This design comes from an exercise in tuning for small area on the open sky130 flow, not from production work. The RTL was checked by simulation tests, not by an equivalence proof against the original design.

## flow/design.v (module list and top-level ports; edited modules follow where they fit)
// module half_adder_n: 9 lines
// module half_adder: 9 lines
// module full_adder: 10 lines
// module mod_reduce_top: 3622 lines
module mod_reduce_top (
  input  logic         clk,
  input  logic         rst,
  input  logic [199:0] operand,
  input  logic         operand_valid,
  output logic [10:0]  residue_a,
  output logic [10:0]  residue_b,
  output logic         residue_valid,
  output logic [19:0]  result,
  output logic         result_valid
);
  // ...
==> flow/flow/run.sh <==
#!/bin/bash
# Standard layout, with plain buf_1 cells as the input and output port buffers.
set -euo pipefail
export BUFFER_PORTS_ARGS="-buffer_cell sky130_fd_sc_hd__buf_1"
bash standard.sh > standard_flow.log 2>&1
==> flow/standard.sh <==
#!/bin/bash
# synth_recipe.tcl (not shown) runs the flow's synth.tcl, then flattens the netlist and writes it again
# the make line also repeats each setting of config.mk as NAME=value (left out here)
make -C /OpenROAD-flow-scripts/flow DESIGN_CONFIG=/design/flow/config.mk WORK_HOME=/design/flow/orfs CLKGATE_MAP_FILE= SYNTH_SCRIPT=/design/flow/synth_recipe.tcl "${@:-finish}"
==> flow/config.mk <==
export PLATFORM = sky130hd
export DESIGN_NAME = mod_reduce_top
export DESIGN_NICKNAME = mod_reduce_top
export VERILOG_FILES = /design/flow/design.v
export SDC_FILE = /design/flow/constraint.sdc
export NUM_CORES = 4
export LEC_CHECK = 0
export CAP_MARGIN = 20
export CORE_MARGIN = 2
export CORE_UTILIZATION = 65
export GPL_TIMING_DRIVEN = 0
export SLEW_MARGIN = 20
export SYNTH_HIERARCHICAL = 1
==> flow/constraint.sdc <==
create_clock -name core_clock -period 9.0 [get_ports {clk}]
set_input_delay 1.8000 -clock core_clock [delete_from_list [all_inputs] [get_ports {clk}]]
set_output_delay 1.8000 -clock core_clock [all_outputs]
set_load 0.01 [all_outputs]
==> results.yml, run 1 <==
place:
  hpwl_um: 64900
  placed_cell_area_um2: 25900
cells_and_area:
  syn_to_final_growth_pct: 8.01
  largest_register_ffs: 50
  fillers: 2487
  multi_input_cells: 1366
  seq_area_share_pct: 7.33
  seq_cells: 96
  layout.cells.non_filler: 2437
  drive_gt1_share_pct: 2.54
  mostFrequentLayoutCell: "fa_1"
global_route:
  grt_use_total_pct: 39.7
  gr-usage-met2_pct: 65.5
  grt_pass1_vias: 17700
  grt.busiest_layer: "met2"
  grt_overflow_total: 0
critical_path:
  r2r-end: "rb_q[9]"
  endpoint: "rb_q[9]"
  cp_slowest_cell: "fa_1"
  worstReg2RegStart: "s1_q[43]"
  crit_buf_inv: 1
sta:
  maxSlewViolCount: 0
  min_period_ns: 8.70
  max_freq_mhz: 115
  finalSetupViolCount: 0
  hold_viol_final: 0
  skew_ns: 0.0163
cts:
  clkTransAtPathRegs_ns: 0.08
  clock_latency_ns: 0.37
  cts_tree: "yes"
synthesis:
  synthMuxAreaShare_pct: 0
  synth-seq-cells: 96
  synthFlopType: "dfxtp_1"
  synth_edf_count: 0
run_status:
  outcome: "finished clean"
worst_hold_path:
  min_path_type: "register to register"
floorplanning:
  dieArea_um2: 39000
==> run 2: changes to the inputs <==
--- a/flow/design.v
+++ b/flow/design.v
@@ -357,4 +357,4 @@
   logic l1_n306;
-  logic l1_hs307;
-  logic l1_hc308;
+  logic l1_s307;
+  logic l1_c308;
   logic l1_s309;
@@ -417,4 +417,4 @@
   logic l1_n366;
-  logic l1_hs367;
-  logic l1_hc368;
+  logic l1_s367;
+  logic l1_c368;
   logic l1_s369;
@@ -583,4 +583,4 @@
   logic l1_n532;
-  logic l1_hs533;
-  logic l1_hc534;
+  logic l1_s533;
+  logic l1_c534;
   logic l1_s535;
@@ -754,4 +754,4 @@
   logic l1_n703;
-  logic l1_hs704;
-  logic l1_hc705;
+  logic l1_s704;
+  logic l1_c705;
   logic l1_s706;
@@ -1044,4 +1044,4 @@
   logic l1_n993;
-  logic l1_hs994;
-  logic l1_hc995;
+  logic l1_s994;
+  logic l1_c995;
   logic l1_s996;
@@ -1092,4 +1092,4 @@
   logic l1_n1041;
-  logic l1_hs1042;
-  logic l1_hc1043;
+  logic l1_s1042;
+  logic l1_c1043;
   logic l1_s1044;
@@ -1169,4 +1169,4 @@
   logic l1_c1118;
-  logic l1_hs1119;
-  logic l1_hc1120;
+  logic l1_s1119;
+  logic l1_c1120;
   logic l1_s1121;
@@ -1201,4 +1201,4 @@
   logic l1_n1150;
-  logic l1_hs1151;
-  logic l1_hc1152;
+  logic l1_s1151;
+  logic l1_c1152;
   logic l1_n1153;
@@ -2100,4 +2100,4 @@
   full_adder u_l1_s304 (.a(l1_c274), .b(l1_s299), .c(l1_n303), .s(l1_s304), .co(l1_c305));
-  assign l1_n306 = ~l1_c279;
-  half_adder u_l1_hs307 (.a(l1_n306), .b(l1_s304), .s(l1_hs307), .co(l1_hc308));
+  assign l1_n306 = ~l1_s304;
+  full_adder u_l1_s307 (.a(l1_c279), .b(l1_n306), .c(l1_c282), .s(l1_s307), .co(l1_c308));
   full_adder u_l1_s309 (.a(operand[53]), .b(operand[67]), .c(operand[70]), .s(l1_s309), .co(l1_c310));
@@ -2114,4 +2114,4 @@
   full_adder u_l1_s331 (.a(l1_c300), .b(l1_s327), .c(l1_c305), .s(l1_s331), .co(l1_c332));
-  assign l1_n333 = ~l1_s329;
-  full_adder u_l1_s334 (.a(l1_n333), .b(l1_hc308), .c(l1_s331), .s(l1_s334), .co(l1_c335));
+  assign l1_n333 = ~l1_s331;
+  full_adder u_l1_s334 (.a(l1_s329), .b(l1_n333), .c(l1_c308), .s(l1_s334), .co(l1_c335));
   full_adder u_l1_s336 (.a(operand[48]), .b(operand[53]), .c(operand[54]), .s(l1_s336), .co(l1_c337));
@@ -2132,4 +2132,4 @@
   full_adder u_l1_s364 (.a(l1_s358), .b(l1_n363), .c(l1_c330), .s(l1_s364), .co(l1_c365));
-  assign l1_n366 = ~l1_s364;
-  half_adder u_l1_hs367 (.a(l1_c332), .b(l1_n366), .s(l1_hs367), .co(l1_hc368));
+  assign l1_n366 = ~l1_c332;
+  full_adder u_l1_s367 (.a(l1_n366), .b(l1_s364), .c(l1_c335), .s(l1_s367), .co(l1_c368));
   full_adder u_l1_s369 (.a(operand[49]), .b(operand[54]), .c(operand[55]), .s(l1_s369), .co(l1_c370));
@@ -2218,4 +2218,4 @@
   full_adder u_l1_s530 (.a(l1_n529), .b(l1_s527), .c(l1_c496), .s(l1_s530), .co(l1_c531));
-  assign l1_n532 = ~l1_s530;
-  half_adder u_l1_hs533 (.a(l1_n532), .b(l1_c498), .s(l1_hs533), .co(l1_hc534));
+  assign l1_n532 = ~l1_c498;
+  full_adder u_l1_s533 (.a(l1_s530), .b(l1_n532), .c(l1_c500), .s(l1_s533), .co(l1_c534));
   full_adder u_l1_s535 (.a(operand[19]), .b(operand[70]), .c(operand[71]), .s(l1_s535), .co(l1_c536));
@@ -2236,4 +2236,4 @@
   full_adder u_l1_s564 (.a(l1_c524), .b(l1_s557), .c(l1_n563), .s(l1_s564), .co(l1_c565));
-  assign l1_n566 = ~l1_c531;
-  full_adder u_l1_s567 (.a(l1_n566), .b(l1_hc534), .c(l1_s564), .s(l1_s567), .co(l1_c568));
+  assign l1_n566 = ~l1_s564;
+  full_adder u_l1_s567 (.a(l1_c531), .b(l1_n566), .c(l1_c534), .s(l1_s567), .co(l1_c568));
   full_adder u_l1_s569 (.a(operand[60]), .b(operand[64]), .c(operand[78]), .s(l1_s569), .co(l1_c570));
@@ -2310,3 +2310,3 @@
   assign l1_n703 = ~l1_s701;
-  half_adder u_l1_hs704 (.a(l1_c676), .b(l1_n703), .s(l1_hs704), .co(l1_hc705));
+  full_adder u_l1_s704 (.a(l1_c676), .b(l1_n703), .c(l1_c679), .s(l1_s704), .co(l1_c705));
   full_adder u_l1_s706 (.a(operand[49]), .b(operand[69]), .c(operand[83]), .s(l1_s706), .co(l1_c707));
@@ -2461,3 +2461,3 @@
   assign l1_n993 = ~l1_c968;
-  half_adder u_l1_hs994 (.a(l1_s991), .b(l1_n993), .s(l1_hs994), .co(l1_hc995));
+  full_adder u_l1_s994 (.a(l1_s991), .b(l1_n993), .c(l1_c971), .s(l1_s994), .co(l1_c995));
   full_adder u_l1_s996 (.a(operand[36]), .b(operand[87]), .c(operand[88]), .s(l1_s996), .co(l1_c997));
@@ -2487,3 +2487,3 @@
   assign l1_n1041 = ~l1_s1039;
-  half_adder u_l1_hs1042 (.a(l1_c1015), .b(l1_n1041), .s(l1_hs1042), .co(l1_hc1043));
+  full_adder u_l1_s1042 (.a(l1_c1015), .b(l1_n1041), .c(l1_c1018), .s(l1_s1042), .co(l1_c1043));
   full_adder u_l1_s1044 (.a(operand[38]), .b(operand[89]), .c(operand[90]), .s(l1_s1044), .co(l1_c1045));
@@ -2529,3 +2529,3 @@
   full_adder u_l1_s1117 (.a(l1_c1099), .b(l1_s1112), .c(l1_n1116), .s(l1_s1117), .co(l1_c1118));
-  half_adder u_l1_hs1119 (.a(l1_c1102), .b(l1_s1117), .s(l1_hs1119), .co(l1_hc1120));
+  full_adder u_l1_s1119 (.a(l1_c1102), .b(l1_s1117), .c(l1_c1105), .s(l1_s1119), .co(l1_c1120));
   full_adder u_l1_s1121 (.a(operand[42]), .b(operand[100]), .c(operand[152]), .s(l1_s1121), .co(l1_c1122));
@@ -2537,3 +2537,3 @@
   full_adder u_l1_s1131 (.a(l1_c1113), .b(l1_s1128), .c(l1_n1130), .s(l1_s1131), .co(l1_c1132));
-  full_adder u_l1_s1133 (.a(l1_c1118), .b(l1_s1131), .c(l1_hc1120), .s(l1_s1133), .co(l1_c1134));
+  full_adder u_l1_s1133 (.a(l1_c1118), .b(l1_s1131), .c(l1_c1120), .s(l1_s1133), .co(l1_c1134));
   full_adder u_l1_s1135 (.a(operand[43]), .b(operand[101]), .c(operand[179]), .s(l1_s1135), .co(l1_c1136));
@@ -2548,6 +2548,6 @@
   assign l1_n1150 = ~l1_c1141;
-  half_adder u_l1_hs1151 (.a(l1_n1150), .b(l1_s1148), .s(l1_hs1151), .co(l1_hc1152));
+  full_adder u_l1_s1151 (.a(l1_n1150), .b(l1_s1148), .c(l1_c1144), .s(l1_s1151), .co(l1_c1152));
   assign l1_n1153 = ~operand[150];
   full_adder u_l1_s1154 (.a(operand[45]), .b(l1_n1153), .c(l1_c1146), .s(l1_s1154), .co(l1_c1155));
-  full_adder u_l1_s1156 (.a(l1_s1154), .b(l1_c1149), .c(l1_hc1152), .s(l1_s1156), .co(l1_c1157));
+  full_adder u_l1_s1156 (.a(l1_s1154), .b(l1_c1149), .c(l1_c1152), .s(l1_s1156), .co(l1_c1157));
   assign l1_n1158 = ~operand[151];
@@ -2556,4 +2556,4 @@
   half_adder u_l1_hs1162 (.a(operand[47]), .b(l1_n1161), .s(l1_hs1162), .co(l1_hc1163));
-  assign l1_a1164 = {1'b0, l1_hc1163, l1_hs1162, l1_s1159, l1_s1156, l1_hs1151, l1_s1143, l1_s1133, l1_hs1119, l1_s1104, ~l1_s1086, l1_hc1043, l1_hs1042, l1_hc995, l1_hs994, l1_s970, ~l1_s945, ~l1_c899, ~l1_s898, ~l1_s869, ~l1_s837, l1_s811, l1_s782, l1_s755, l1_hc705, l1_hs704, l1_s678, ~l1_s654, ~l1_s629, l1_hs599, l1_s567, l1_hs533, l1_s497, ~l1_s467, ~l1_s434, l1_hc368, l1_hs367, l1_s334, l1_hs307, l1_c256, l1_s255, ~l1_s228, ~l1_s197, l1_s166, l1_s134, l1_s104, ~l1_s74, ~l1_c30, l1_s26, ~l1_s8};
-  assign l1_b1165 = {1'b0, 1'b0, l1_c1160, l1_c1157, 1'b0, l1_c1144, l1_c1134, 1'b0, l1_c1105, ~l1_c1087, 1'b0, ~l1_s1063, l1_c1018, l1_s1017, l1_c971, 1'b0, l1_s947, l1_s925, ~l1_c870, l1_c840, l1_s839, l1_c783, 1'b0, ~l1_c730, ~l1_s729, l1_c679, ~l1_c655, ~l1_c630, 1'b0, l1_c568, 1'b0, ~l1_c500, ~l1_s499, 1'b0, ~l1_c402, ~l1_s401, l1_c335, 1'b0, ~l1_c282, ~l1_s281, ~l1_c229, 1'b0, l1_c167, 1'b0, l1_c105, 1'b0, l1_s76, l1_s52, ~l1_s29, l1_s10};
+  assign l1_a1164 = {1'b0, l1_hc1163, l1_hs1162, l1_s1159, l1_s1156, l1_s1151, l1_s1143, l1_s1133, l1_s1119, l1_s1104, ~l1_s1086, ~l1_s1063, l1_s1042, l1_s1017, l1_s994, l1_s970, ~l1_s945, ~l1_c899, ~l1_s898, ~l1_s869, ~l1_s837, l1_s811, l1_s782, l1_s755, ~l1_s729, l1_s704, l1_s678, ~l1_s654, ~l1_s629, l1_hs599, ~l1_s567, ~l1_s533, l1_s497, ~l1_s467, ~l1_s434, ~l1_s401, ~l1_s367, ~l1_s334, ~l1_s307, l1_c256, l1_s255, ~l1_s228, ~l1_s197, l1_s166, l1_s134, l1_s104, ~l1_s74, ~l1_c30, l1_s26, ~l1_s8};
+  assign l1_b1165 = {1'b0, 1'b0, l1_c1160, l1_c1157, 1'b0, 1'b0, l1_c1134, 1'b0, 1'b0, ~l1_c1087, 1'b0, l1_c1043, 1'b0, l1_c995, 1'b0, 1'b0, l1_s947, l1_s925, ~l1_c870, l1_c840, l1_s839, l1_c783, 1'b0, ~l1_c730, l1_c705, 1'b0, ~l1_c655, ~l1_c630, 1'b0, ~l1_c568, 1'b0, 1'b0, ~l1_s499, 1'b0, ~l1_c402, ~l1_c368, 1'b0, 1'b0, 1'b0, ~l1_s281, ~l1_c229, 1'b0, l1_c167, 1'b0, l1_c105, 1'b0, l1_s76, l1_s52, ~l1_s29, l1_s10};
   logic [49:0] l1_xp, l1_xg;
==> run 2 against run 1 <==
Still clean on timing, DRC and antenna. Register-to-register slack better by 0.09 ns. Cell count is 1.1% lower. Synthesized cell count is 1.5% lower. Utilization is 0.095 points lower. Largest cell class unchanged.
==> results.yml, run 2 <==
run_status:
  outcome: "finished clean"
critical_path:
  path_delay_family: "adder cells"
  cp.required_ns: 9.24
  path_cells: "buf_1, fa_1, fa_1, fa_1, fa_1, fa_1, fa_1, fa_1, fa_1, fa_1, fa_1, fa_1, inv_1, ha_1, nand2_1, nor4_2, a221o_1, a32oi_2, o21ai_4, nand3_1, nand2_1, fa_1, xor2_1"
  cp-start-kind: "primary input"
  cp-end-kind: "register"
  reg2reg_slack_ns: 0.39
  path_class: "primary input to register"
  worstReg2RegStart: "s1_q[31]"
  crit_buf_inv: 2
  cpPeakStageDelay_ns: 0.51
  cp_slowest_cell: "fa_1"
  crit_arrival_ns: 8.99
  cp-startpoint: "operand[55]"
  cpMostUsedCell: "fa_1"
  critPathMaxFanout: 4
sta:
  min_period_ns: 8.75
  maxSlewViolCount: 0
  hold_viol_final: 0
  fin_ws_ns: 0.250
  max_freq_mhz: 114
  skew_ns: 0.0133
  slew-limit-headroom_pct: 42.0
  final.setup.tns_ns: 0
  post-route-period-util_pct: 97.2
  finalSetupViolCount: 0
  worst_pin_slew_ns: 0.869
routing:
  routed_wl_um: 71500
  drtIter0Drc: 1170
  drc: 0
  vias_per_cell: 6.18
  wl_met1_um: 24900
  route.met3.wl_um: 6610
  final_antenna_net_count: 0
  wire_per_inst_um: 29.7
  dr.max_layer_used: "met4"
  wl_met2_um: 34700
  dr.pass1.iters: 5
  vias: 14900
worst_hold_path:
  min_from: "vld1"
  min_path_type: "register to register"
synthesis:
  seq_area_frac_synth_pct: 7.94
  synth_edf_count: 0
  synth_area_um2: 24200
  synth-seq-cells: 96
  synthArstFlopShare_pct: 0
  synth_cell_types: 54
  synthCells: 1680
  yosysMostFrequentCell: "fa_1"
  ys_warn_count: 7
  synth_common_cells: "876 x fa_1, 235 x inv_1, 110 x ha_1"
  ys_top_cells_by_area: "fa_1 72%, dfxtp_1 7.9%, ha_1 5.7%, inv_1 3.6%, xnor2_1 2.2%"
  synthFlopType: "dfxtp_1"
  yosysTopAreaCell: "fa_1"
  synthesis.nets: 2869
  synth_top_cell_area_share_pct: 72.4
  synth_area_per_cell_um2: 14.4
place:
  hpwl_um: 65200
  place_ws_ns: -0.425
  port_buffers: 246
  gp_congestion: 1.09
  placed_cells: 2394
floorplanning:
  dieWidth_um: 197
  io_pins: 247
  fp.dieH_um: 197
  dieArea_um2: 38800
  core_um2: 36600
  start_util_pct: 66.2
  fp-row-count: 70
cts:
  cts_tree: "yes"
  clkSinkCount: 96
  post-cts-setup-buffers: 0
  clockBufferDepth: 2
  postCtsHoldBufs: 0
  clock_latency_ns: 0.37
  clkTransAtPathRegs_ns: 0.08
  cts_max_level: 3
  cts_buffers: 9
  root_buffer: "clkbuf_16"
global_route:
  grt_pass1_wl_um: 106000
  grt_use_total_pct: 39.9
  grt_pass1_vias: 17500
  grt_max_degree: 17
  grt_overflow_total: 0
  antenna_found_initial: 0
cells_and_area:
  drive_gt1_share_pct: 3.09
  fillers: 2523
  layout_common_cells: "876 x fa_1, 236 x buf_1, 235 x inv_1, 110 x ha_1, 88 x dfxtp_1"
  fin_nets: 3126
  largest_register: "s1_q"
  syn_to_final_growth_pct: 7.96
  post-route-util_pct: 71.4
  layout.cells.non_filler: 2409
  largest_register_ffs: 50
  mostFrequentLayoutCell: "fa_1"
  antenna_cells: 0
flow_run:
  cap_viol_max_count: 0
==> run 2: cell count changes after synthesis, sizes merged, moves of 4 or more <==
cell,before,now
nand3,10,15
ha,126,110
a21o,24,20
fa,868,876
xnor2,56,60
inv,242,235
nand2,33,29
nand4,9,3
==> run 2: kinds of logic after synthesis <==
family | count (synthesis) | synth area share [%]
adder cells (fa/ha/maj) | 986 | 78.1
buffers and inverters | 236 | 3.67
AND/OR/NAND/NOR | 137 | 2.85
AO/OA/AOI/OAI | 113 | 3.40
XOR/XNOR | 112 | 4.05
flip-flops | 96 | 7.94
==> run 2: layout make-up <==
cell class | instances | area [um^2] | share of cell area [%]
Multi-Input combinational cell | 1348 | 21500 | 82.2
Sequential cell | 96 | 1930 | 7.39
Timing Repair Buffer | 246 | 936 | 3.58
Inverter | 235 | 882 | 3.37
Tap cell | 468 | 586 | 2.24
Clock buffer | 10 | 239 | 0.914
Clock inverter | 5 | 65.1 | 0.249
Buffer | 1 | 7.51 | 0.0287
==> run 2: path summary, 6_finish.rpt <==
path                                  to  cells past startpoint
worst max register to register   rb_q[9]                     24
worst min-delay path                vld2                      1
worst min register to register      vld2                      1
worst max-delay path            s1_q[33]                     23
==> run 2: what timing repair did <==
action	CTS	global route
setup endpoints to repair	6	30
resized for setup	4	26
cloned	0	0
==> run 2: per-stage QoR <==
step	instance area, um^2	hold WS (ns)
2_1_floorplan	24200	0.414
6_report	26100	0.458
3_5_place_dp	25700	0.442
3_3_place_gp	25700	0.427
4_1_cts	26000	0.462
5_1_grt	26100	0.466
==> run 2: modules after synthesis (local to each module, per instance) <==
module | cell area (um^2) | flops+latches | cells inside | times used
mod_reduce_top | 7000 | 96 | 819 | 1
half_adder | 12.5 | 0 | 1 | 2
full_adder | 20.0 | 0 | 1 | 859
==> run 2: per-layer routing <==
layer | vias to the layer above | GRT usage [%]
met5 | - | 0
met4 | 0 | 22.3
met3 | 255 | 9.27
met2 | 873 | 65.4
met1 | 8099 | 50.0
li1 | 5658 | -
==> run 2: worst register-to-register path: cells and delay by family (launching register included) <==
family                     cells  cell delay, ns
adders and majority gates     14            5.77
buffers and inverters          1            0.07
and+or+nand+nor                2            0.25
xor gates and xnor gates       2            0.80
AOI/OAI and AO/OA              5            1.15
DFF                            1            0.49
==> run 3: changes to the inputs <==
--- a/flow/config.mk
+++ b/flow/config.mk
@@ -10,2 +10,4 @@
 export CORE_UTILIZATION = 65
+export CTS_BUF_LIST = sky130_fd_sc_hd__clkbuf_8
+export CTS_CLUSTER_SIZE = 20
 export GPL_TIMING_DRIVEN = 0
@@ -13 +15,2 @@
 export SYNTH_HIERARCHICAL = 1
+export TNS_END_PERCENT = 10
==> run 3 against run 2 <==
Cell count is the same. Clock skew grew 0.0044 ns. Register-to-register slack lost 0.07 ns. Count of clock-buffer cells in the layout is the same. Utilization shrank 0.26 points. Critical endpoint is now s1_q[41].
==> results.yml, run 3 <==
run_status:
  outcome: "finished clean"
critical_path:
  cp_slowest_cell: "fa_1"
  critPathMaxFanout: 6
  cp-start-kind: "primary input"
  cp.required_ns: 9.28
  cpMostUsedCell: "fa_1"
  path_class: "primary input to register"
  path_cells: "buf_1, fa_1, fa_1, fa_1, fa_1, fa_1, fa_1, fa_1, fa_1, fa_1, fa_1, fa_1, inv_1, ha_1, nand2_1, nor4_2, a221o_1, a32oi_2, o21ai_4, a21oi_4, o21bai_2, a211oi_1, nor2_1"
  cp-end-kind: "register"
  crit_arrival_ns: 9.00
  cpPeakStageDelay_ns: 0.51
  worstReg2RegStart: "s1_q[31]"
  crit_buf_inv: 2
  path_delay_family: "adder cells"
  cp-startpoint: "operand[55]"
synthesis:
  synth_common_cells: "876 x fa_1, 235 x inv_1, 110 x ha_1"
  synth_cell_types: 54
  synth_area_um2: 24200
  seq_area_frac_synth_pct: 7.94
  synth_edf_count: 0
  synth-seq-cells: 96
  synthFlopType: "dfxtp_1"
  ys_warn_count: 7
  yosysMostFrequentCell: "fa_1"
  synthCells: 1680
  synthArstFlopShare_pct: 0
  synth_area_per_cell_um2: 14.4
  synthesis.nets: 2869
  yosysTopAreaCell: "fa_1"
  synth_top_cell_area_share_pct: 72.4
  ys_top_cells_by_area: "fa_1 72%, dfxtp_1 7.9%, ha_1 5.7%, inv_1 3.6%, xnor2_1 2.2%"
place:
  gp_congestion: 1.09
  placed_cells: 2394
  port_buffers: 246
  hpwl_um: 65200
  place_ws_ns: -0.425
  placed_cell_area_um2: 25700
cells_and_area:
  layout.cells.non_filler: 2409
  largest_register_ffs: 50
  fillers: 2534
  layout_common_cells: "876 x fa_1, 236 x buf_1, 235 x inv_1, 110 x ha_1, 88 x dfxtp_1"
  antenna_cells: 0
  drive_gt1_share_pct: 3.14
  mostFrequentLayoutCell: "fa_1"
  finish.instance_area_um2: 26100
  largest_register: "s1_q"
  fin_nets: 3126
  syn_to_final_growth_pct: 7.57
cts:
  root_buffer: "clkbuf_8"
  cts_buffers: 9
  clockBufferDepth: 2
  clock_latency_ns: 0.40
  post-cts-setup-buffers: 0
  cts_tree: "yes"
  clkTransAtPathRegs_ns: 0.11
  cts_max_level: 3
  clkSinkCount: 96
sta:
  max_freq_mhz: 115
  post-route-period-util_pct: 96.9
  hold_viol_final: 0
  maxSlewViolCount: 0
  slew-limit-headroom_pct: 43.1
  rsz0062_at_grt: "yes"
  finalSetupViolCount: 0
  worst_pin_slew_ns: 0.853
  min_period_ns: 8.72
  fin_ws_ns: 0.283
  skew_ns: 0.0178
routing:
  final_antenna_net_count: 0
  drc: 0
  wire_per_inst_um: 29.7
  dr.pass1.iters: 5
  drtIter0Drc: 1062
  vias: 14900
  vias_per_cell: 6.17
  routed_wl_um: 71600
global_route:
  antenna_found_initial: 0
  grt_use_total_pct: 39.9
  grt_pass1_vias: 17500
  grt_max_degree: 17
  grt_pass1_wl_um: 106000
  grt_overflow_total: 0
floorplanning:
  start_util_pct: 66.2
  fp-row-count: 70
  dieArea_um2: 38800
  core_um2: 36600
  fp.dieH_um: 197
  io_pins: 247
  dieWidth_um: 197
worst_hold_path:
  min_path_type: "register to register"
  min_from: "vld1"
flow_run:
  cap_viol_max_count: 0
[run 3: cell count changes in the layout (fill, tap and decap cells not counted), sizes merged]
cell and change:
clkbuf +3, buf -3
[run 3: cells by family (layout without fill, tap and decap cells)]
group	count (synthesis)	in the layout	share of synthesized area, %
buffers and inverters	236	497	3.67
DFF	96	96	7.94
AOI/OAI and AO/OA	113	113	3.40
and+or+nand+nor	137	137	2.85
xor gates and xnor gates	112	112	4.05
adders and majority gates	986	986	78.1
[run 3: timing repair]
item / CTS / global route
setup endpoints to repair: 2 / 31
resized for setup: 1 / 30
hold buffers: 0 / 0
[run 3: modules after synthesis, one instance, submodules excluded]
module | cells inside | flops+latches
full_adder | 1 | 0
mod_reduce_top | 819 | 96
half_adder | 1 | 0
[run 3: layout make-up]
type	instances	area, um^2	share of cell area (%)
Sequential cell	96	1930	7.42
Clock buffer	10	138	0.528
Inverter	235	882	3.39
Timing Repair Buffer	246	936	3.59
Tap cell	468	586	2.25
Clock inverter	5	65.1	0.250
Buffer	1	7.51	0.0288
Multi-Input combinational cell	1348	21500	82.6
[run 3: routing by layer]
metal / part of all wire [%] / GRT usage (%)
met1: 35 / 50.2
met2: 49 / 65.4
met3: 9.1 / 8.98
met4: 7.3 / 22.2
met5: 0 / 0
[run 3: stage by stage]
step | setup TNS, ns | hold WS (ns) | utilization [%]
after global routing | -0.000367 | 0.471 | 71.2
after global placement | -4.65 | 0.427 | 70.3
final | 0 | 0.463 | 71.2
after floorplan | 0 | 0.414 | -
after detailed placement | -6.23 | 0.442 | 70.3
after CTS | 0 | 0.467 | 70.8
[run 3: path summary, 6_finish.rpt]
kind,to,slack (ns),cells after the start
setup / recovery,s1_q[41],0.28,23
setup reg to reg,rb_q[9],0.32,25
hold reg to reg,vld2,0.46,1
hold / removal,vld2,0.46,1
==> run 4: changes to the inputs <==
--- a/flow/config.mk
+++ b/flow/config.mk
@@ -15,2 +15 @@
 export SYNTH_HIERARCHICAL = 1
-export TNS_END_PERCENT = 10
==> run 4 against run 3 <==
Global-route usage unchanged. Cell area barely moved. Sequential share of layout area hardly changed. Count of clock-buffer cells in the layout unchanged. Flip-flop and latch count unchanged. Non-clock buffer count stayed put. Via count about the same. Largest cell class unchanged.
==> results.yml, run 4 <==
routing:
  wire_per_inst_um: 29.7
  drtIter0Drc: 1059
  vias: 14900
  final_antenna_net_count: 0
  drc: 0
  dr.pass1.iters: 5
  vias_per_cell: 6.17
  routed_wl_um: 71600
sta:
  max_freq_mhz: 115
  post-route-period-util_pct: 96.9
  maxSlewViolCount: 0
  rsz0062_at_grt: "no"
  whs_ns: 0.463
  finalSetupViolCount: 0
  final.setup.tns_ns: 0
  min_period_ns: 8.72
  worst_pin_slew_ns: 0.854
  skew_ns: 0.0178
  hold_viol_final: 0
  slew-limit-headroom_pct: 43.1
cts:
  cts_max_level: 3
  clockBufferDepth: 2
  root_buffer: "clkbuf_8"
  clock_latency_ns: 0.40
  cts_tree: "yes"
  clkSinkCount: 96
  clkTransAtPathRegs_ns: 0.11
  cts_buffers: 9
place:
  hpwl_um: 65200
  gp_congestion: 1.09
  placed_cell_area_um2: 25700
  placed_cells: 2394
  port_buffers: 246
critical_path:
  cp.required_ns: 9.28
  crit_buf_inv: 2
  cpPeakStageDelay_ns: 0.51
  path_delay_family: "adder cells"
  worstReg2RegStart: "s1_q[32]"
  cp-end-kind: "register"
  reg2reg_slack_ns: 0.39
  cpMostUsedCell: "fa_1"
  critPathMaxFanout: 6
  path_class: "primary input to register"
  cp-start-kind: "primary input"
  cp_slowest_cell: "fa_1"
  cp-startpoint: "operand[55]"
  path_cells: "buf_1, fa_1, fa_1, fa_1, fa_1, fa_1, fa_1, fa_1, fa_1, fa_1, fa_1, fa_1, inv_1, ha_1, nand2_1, nor4_2, a221o_1, a32oi_2, o21ai_4, a21oi_4, o21bai_2, a211oi_1, nor2_1"
  crit_arrival_ns: 9.00
  r2r-end: "rb_q[9]"
  rr_worst_depth: 25
cells_and_area:
  drive_gt1_share_pct: 3.19
  syn_to_final_growth_pct: 7.57
  layout_common_cells: "876 x fa_1, 236 x buf_1, 235 x inv_1, 110 x ha_1, 87 x dfxtp_1"
  largest_register_ffs: 50
  fin_nets: 3126
  mostFrequentLayoutCell: "fa_1"
  largest_register: "s1_q"
  layout.cells.non_filler: 2409
  antenna_cells: 0
  finish.instance_area_um2: 26100
synthesis:
  synth_top_family_by_area: "adder cells"
  ys_warn_count: 7
  synth_area_per_cell_um2: 14.4
  synth_common_cells: "876 x fa_1, 235 x inv_1, 110 x ha_1"
  yosysMostFrequentCell: "fa_1"
  seq_area_frac_synth_pct: 7.94
  synthMuxAreaShare_pct: 0
  yosysTopAreaCell: "fa_1"
  ys_top_cells_by_area: "fa_1 72%, dfxtp_1 7.9%, ha_1 5.7%, inv_1 3.6%, xnor2_1 2.2%"
  synth_top_cell_area_share_pct: 72.4
  synth-xor-area-share_pct: 4.05
  synth-compound-area-share_pct: 3.40
  synth_edf_count: 0
  synth-seq-cells: 96
  synthesis.nets: 2869
  synth_fa_ha_area_share_pct: 78.1
  synthCells: 1680
  synthFlopType: "dfxtp_1"
  synthSimpleGateAreaFrac_pct: 2.85
  synth_area_um2: 24200
  synthArstFlopShare_pct: 0
  synth_cell_types: 54
global_route:
  grt_pass1_wl_um: 106000
  grt_max_degree: 17
  antenna_found_initial: 0
  grt_pass1_vias: 17500
  grt_use_total_pct: 39.9
  grt_overflow_total: 0
floorplanning:
  fp-row-count: 70
  fp.dieH_um: 197
  dieArea_um2: 38800
  core_um2: 36600
  dieWidth_um: 197
  start_util_pct: 66.2
  io_pins: 247
flow_run:
  cap_viol_max_count: 0
run_status:
  outcome: "finished clean"
worst_hold_path:
  min_from: "vld1"
  hold_end: "vld2"
  min_path_type: "register to register"
  min_path_cells: 1
-- run 4: cell counts after synthesis --
Identical to the previous run, type by type.
-- run 4: repair_timing --
item,4_1_cts,5_1_grt
hold buffers,0,0
resized for setup,1,31
endpoints found under the hold margin,0,0
buffers inserted,0,0
setup endpoints to repair,2,31
gates cloned,0,0
-- run 4: worst max path at each step --
stage               end  slack (ns)  cells after the start
2_1_floorplan  s1_q[48]        0.82                     23
3_3_place_gp   s1_q[33]       -0.36                     23
3_5_place_dp   s1_q[41]       -0.42                     23
4_1_cts        s1_q[41]        0.01                     23
5_1_grt         ra_q[9]       0.002                     24
6_report       s1_q[41]        0.28                     23
-- run 4: per-layer routing --
layer	track usage (%)	share of wire, %	routed length, um
met5	0	0	0
met4	22.2	7.3	5250
met3	8.98	9.1	6520
met2	65.4	49	34800
met1	50.2	35	24900
-- run 4: stage by stage --
step	utilization, %	setup slack (ns)
after floorplan	-	0.818
after global placement	70.3	-0.355
after detailed placement	70.3	-0.425
after CTS	70.8	0.0107
after global routing	71.2	0.00224
final	71.2	0.283
-- run 4: cells by family (layout without fill, tap and decap cells) --
group / Yosys count / count (layout)
AOI/OAI and AO/OA: 113 / 113
and+or+nand+nor: 137 / 137
adders and majority gates: 986 / 986
buffers and inverters: 236 / 497
xor gates and xnor gates: 112 / 112
DFF: 96 / 96
-- run 4: area by class of cell --
class	count	area, um^2
clock buffer	10	138
fill	2533	10600
clock inverter	5	65.1
buffer	1	7.51
timing repair buffer	246	936
inverter	235	882
sequential	96	1930
multi-input combinational	1348	21500
tap	468	586
-- run 4: per-module statistics from Yosys (local to each module, per instance) --
module,flops+latches,cells inside
full_adder,0,1
half_adder,0,1
mod_reduce_top,96,819

==> static timing again, ports no longer ideal <==
No port has a modelled driver above. Below, the same layouts with a new extraction and two added sets of constraints.
Step 1 sets driving cells, clkbuf_16 on the clock port and buf_2 on the other inputs (assumed; they add their load-dependent delay and slew).
Step 2 adds t to the input delays and takes it off the output delays; t is the mean of the earliest and latest rising clock arrival at the registers after step 1. Input paths then give back, and output paths get back, about the clock's delay inside the block.
a / b / c = no drivers / after step 1 / after step 2; a / b = the first two.
run | shift t [ns] | slack for setup (ns) | worst slew at a driven data input, ns
run 1 | 0.409 | 0.305 / 0.305 / 0.305 | 0.06
run 2 | 0.406 | 0.250 / 0.269 / -0.137 | 0.07
run 3 | 0.434 | 0.283 / 0.295 / -0.139 | 0.07
run 4 | 0.434 | 0.283 / 0.295 / -0.139 | 0.07
With both steps, setup timing fails in run 2, run 3 and run 4, where it was met with ideal ports.
